This design comes from an exercise in tuning for small area and a short achievable clock period on the open sky130 flow, not from production work.
In this exercise RTL edits were held to simulation tests only and were not proved equivalent to the original.
Power figures rest on the tool's default switching activity, not on a simulated workload.

==> onyx: inputs <==
Design fir_filter, start of the top module:
module fir_filter (
   input  logic               clk,
   input  logic               rst,
   input  logic signed [15:0] inp,
   output logic signed [39:0] outp
);
clock: 6.0 ns
lec_check: 0
cap_margin: 20
core_margin: 2
core_utilization: 55
cts_buf_list: sky130_fd_sc_hd__clkbuf_16
cts_cluster_diameter: 80
cts_cluster_size: 24
setup_slack_margin: 3.55
slew_margin: 20
standard.sh (not shown) runs the stock make flow with config.mk's settings and CLKGATE_MAP_FILE= SYNTH_SCRIPT=/design/flow/synth_recipe.tcl, a recipe that flattens the netlist after the stock synthesis.
==> flow/flow/run.sh <==
#!/bin/bash
# The standard layout with three changes:
#  - the netlist from the standard synthesis gets an inverter-removal pass
#    (flow/polarity.py) before floorplanning; registers and ports are untouched,
#    and the pass is kept only if Yosys proves the result equivalent
#  - the ports get plain buffers (buf_2) instead of delay cells
#  - timing repair may resize cells across footprints
set -e
R=orfs/results/sky130hd/fir_filter/base
VARS=(MATCH_CELL_FOOTPRINT=0 "BUFFER_PORTS_ARGS=-buffer_cell sky130_fd_sc_hd__buf_2")
bash standard.sh "${VARS[@]}" synth > synth.log 2>&1
cp $R/1_2_yosys.v before.v
python3 flow/polarity.py before.v after.v 20000 > polarity.log 2>&1
# internal nets of the two netlists must not pair by name: the pass flips some
sed -E 's/\b(_[0-9]{4}_)/\1g/g; s/\b(_pol[0-9]{4}_)/\1g/g; s/\\(dsum|ysum)\[/\\\1g[/g' after.v > after_renamed.v
sed "s#LIBFILE#$FLOW_HOME/platforms/sky130hd/lib/sky130_fd_sc_hd__tt_025C_1v80.lib#" flow/eq.ys > eq.ys
YOSYS=$(command -v yosys || echo /OpenROAD-flow-scripts/tools/install/yosys/bin/yosys)
if "$YOSYS" -q -l eq.log eq.ys > eq_stdout.log 2>&1; then
  echo "equivalence proven, using the pass" >> polarity.log
  cp after.v $R/1_2_yosys.v
  rm -f $R/1_synth.odb $R/1_synth.sdc
else
  echo "equivalence NOT proven, keeping the standard netlist" >> polarity.log
fi
bash standard.sh "${VARS[@]}" finish > standard.log 2>&1
Other scripts of this flow, unchanged in this note and not shown: flow/flow/eq.ys, flow/flow/polarity.py
==> inputs of pepper, as changes to onyx <==
--- a/flow/flow/run.sh
+++ b/flow/flow/run.sh
@@ -3,4 +3,6 @@
 #  - the netlist from the standard synthesis gets an inverter-removal pass
-#    (flow/polarity.py) before floorplanning; registers and ports are untouched,
-#    and the pass is kept only if Yosys proves the result equivalent
+#    (flow/polarity.py) and has the full adders on carry-propagate paths split
+#    into faster gates (flow/faconv.py) before floorplanning; registers and
+#    ports are untouched, and the result is kept only if Yosys proves it
+#    equivalent to the standard netlist
 #  - the ports get plain buffers (buf_2) instead of delay cells
@@ -12,3 +14,4 @@
 cp $R/1_2_yosys.v before.v
-python3 flow/polarity.py before.v after.v 20000 > polarity.log 2>&1
+python3 flow/polarity.py before.v pol.v 20000 > polarity.log 2>&1
+python3 flow/faconv.py pol.v after.v >> polarity.log 2>&1
 # internal nets of the two netlists must not pair by name: the pass flips some
==> flow/flow/faconv.py (new file) <==
#!/usr/bin/env python3
"""Split the full adders of carry-propagate adders into discrete gates.

A full adder with two inputs straight from flip-flops or ports and the third
from logic (a carry) sits on the carry path of a
carry-propagate adder.  The sky130 full-adder cell is slow from that input,
so each such cell becomes ha(a, b) -> (p, g), sum = xor2(p, c) and
carry = a21o(p, c, g), which compute the same two outputs.

usage: faconv.py IN.v OUT.v
"""
import sys
sys.path.insert(0, __import__('os').path.dirname(__file__))
from polarity import parse, P, OUTPINS

src, dst = sys.argv[1], sys.argv[2]
head, decls, cells = parse(open(src).read())
driver = {}
for ci, c in enumerate(cells):
    for p, n in c['pins']:
        if p in OUTPINS:
            driver[n.strip()] = ci


def base_type(n):
    seen = 0
    while n in driver and cells[driver[n]]['type'] == P + 'inv_1' and seen < 10:
        n = dict(cells[driver[n]]['pins'])['A'].strip()
        seen += 1
    if n not in driver:
        return 'port'
    return cells[driver[n]]['type'][len(P):]


out = []
new_wires = []
k = 0
for c in cells:
    if c['type'].startswith(P + 'fa_'):
        pins = dict((p, n.strip()) for p, n in c['pins'])
        kinds = [base_type(pins[x]) for x in ('A', 'B', 'CIN')]
        seq = [t.startswith('dfxtp') or t == 'port' for t in kinds]
        if sum(seq) == 2:
            ci = [x for x, s in zip(('A', 'B', 'CIN'), seq) if not s][0]
            ab = [pins[x] for x, s in zip(('A', 'B', 'CIN'), seq) if s]
            cn = pins[ci]
            pn, gn = '_fap%03d_' % k, '_fag%03d_' % k
            new_wires += [pn, gn]
            nm = c['name'].strip()
            out.append({'type': P + 'ha_1', 'name': '%s_h' % nm.lstrip('\\'),
                        'pins': [('A', ab[0]), ('B', ab[1]), ('COUT', gn), ('SUM', pn)]})
            if 'SUM' in pins:
                out.append({'type': P + 'xor2_1', 'name': '%s_s' % nm.lstrip('\\'),
                            'pins': [('A', pn), ('B', cn), ('X', pins['SUM'])]})
            if 'COUT' in pins:
                out.append({'type': P + 'a21o_1', 'name': '%s_c' % nm.lstrip('\\'),
                            'pins': [('A1', pn), ('A2', cn), ('B1', gn), ('X', pins['COUT'])]})
            k += 1
            continue
    out.append(c)
sys.stderr.write('faconv: %d full adders split\n' % k)
lines = [head.rstrip('\n')] + [d for d in decls if d.strip()] + ['  wire %s;' % w for w in new_wires]
for c in out:
    lines.append('  %s %s (' % (c['type'], c['name']))
    lines.append(',\n'.join('    .%s(%s)' % (p, n + ' ' if n.startswith('\\') else n) for p, n in c['pins']))
    lines.append('  );')
lines.append('endmodule')
open(dst, 'w').write('\n'.join(lines) + '\n')
--- a/flow/config.mk
+++ b/flow/config.mk
@@ -9,3 +9,3 @@
 export CORE_MARGIN = 2
-export CORE_UTILIZATION = 55
+export CORE_UTILIZATION = 45
 export CTS_BUF_LIST = sky130_fd_sc_hd__clkbuf_16
@@ -13,3 +13,3 @@
 export CTS_CLUSTER_SIZE = 24
-export SETUP_SLACK_MARGIN = 3.55
+export SETUP_SLACK_MARGIN = 3.75
 export SLEW_MARGIN = 20
==> inputs of ember, as changes to onyx <==
--- a/flow/config.mk
+++ b/flow/config.mk
@@ -13,3 +13,3 @@
 export CTS_CLUSTER_SIZE = 24
-export SETUP_SLACK_MARGIN = 3.55
+export SETUP_SLACK_MARGIN = 3.5
 export SLEW_MARGIN = 20
==> flow_summary.yaml <==
status:
  outcome: "finished clean"
floorplan:
  initial_core_util_pct: 55.9
  chipHeight_um: 158
placed_design:
  place_ws_ns: 3.09
route:
  via_per_inst: 4.63
layout:
  ff_latch_area_um2: 7610
  nFillCells: 1912
  final-nonclk-buf-share_pct: 2.59
  sh_seq_area_pct: 53.2
timing:
  timing.final.crit_period_ns: 2.37
logic_synthesis:
  synth_area_um2: 13100
clock_network:
  path_clk_slew_ns: 0.10
pwr:
  cellInternalPower_mw: 4.83
Source of the figures above: onyx

==> flow_summary.yaml <==
layout:
  sh_seq_area_pct: 53.5
  nFillCells: 1923
  drive_gt1_share_pct: 10.6
  ff_latch_area_um2: 7610
  nNetsFinal: 1226
  final-nonclk-buf-share_pct: 2.55
route:
  via_per_inst: 4.62
placed_design:
  post-dp-hpwl_um: 13600
  place_ws_ns: 3.09
hold_path:
  whs_path_depth: 0
  hold_path.startpoint: "line[11][10]"
status:
  outcome: "finished clean"
clock_network:
  path_clk_slew_ns: 0.10
logic_synthesis:
  synth_area_um2: 13100
critical_path:
  crit_required_ns: 6.40
  crit_type: "register to register"
timing:
  timing.final.crit_period_ns: 2.39
floorplan:
  chipHeight_um: 158
pwr:
  cellInternalPower_mw: 4.81
Source of the figures above: ember

==> flow_summary.yaml <==
layout:
  final-nonclk-buf-share_pct: 2.74
  sh_seq_area_pct: 51.8
  ff_latch_area_um2: 7620
route:
  via_per_inst: 4.43
critical_path:
  cp-end-kind: "register"
clock_network:
  path_clk_slew_ns: 0.09
status:
  outcome: "finished clean"
floorplan:
  chipHeight_um: 175
  initial_core_util_pct: 45.8
logic_synthesis:
  synth_area_um2: 13200
timing:
  timing.final.crit_period_ns: 2.31
placed_design:
  place_ws_ns: 2.77
Source of the figures above: pepper

==> separate check: timing with driven ports <==
How much do the figures lean on ideal ports? The routed layouts below were timed once more, with nothing changed but the port constraints.
Step 1, drivers: a clkbuf_16 drives clk and a buf_2 each remaining input, both assumed.
Step 2 times the ports against the registers' clock, not the clock port: input delays grow and output delays shrink by t, the midpoint of the rising clock arrivals with the driver on.
Slacks: ideal / step 1 / step 2; pairs: ideal / step 1.
| run | t (ns) | slack for setup (ns) | worst hold slack (ns) |
|---|---|---|---|
| onyx | 0.552 | 3.634 / 3.606 / 3.223 | 0.321 / 0.321 / 0.321 |
| pepper | 0.562 | 3.694 / 3.664 / 3.314 | 0.324 / 0.324 / 0.324 |
| ember | 0.552 | 3.610 / 3.607 / 3.135 | 0.320 / 0.320 / 0.320 |
After both steps every run listed still meets setup and hold. For ember, which loses most, drivers alone change the setup slack by -0.003 ns; drivers and shift together by -0.475 ns.
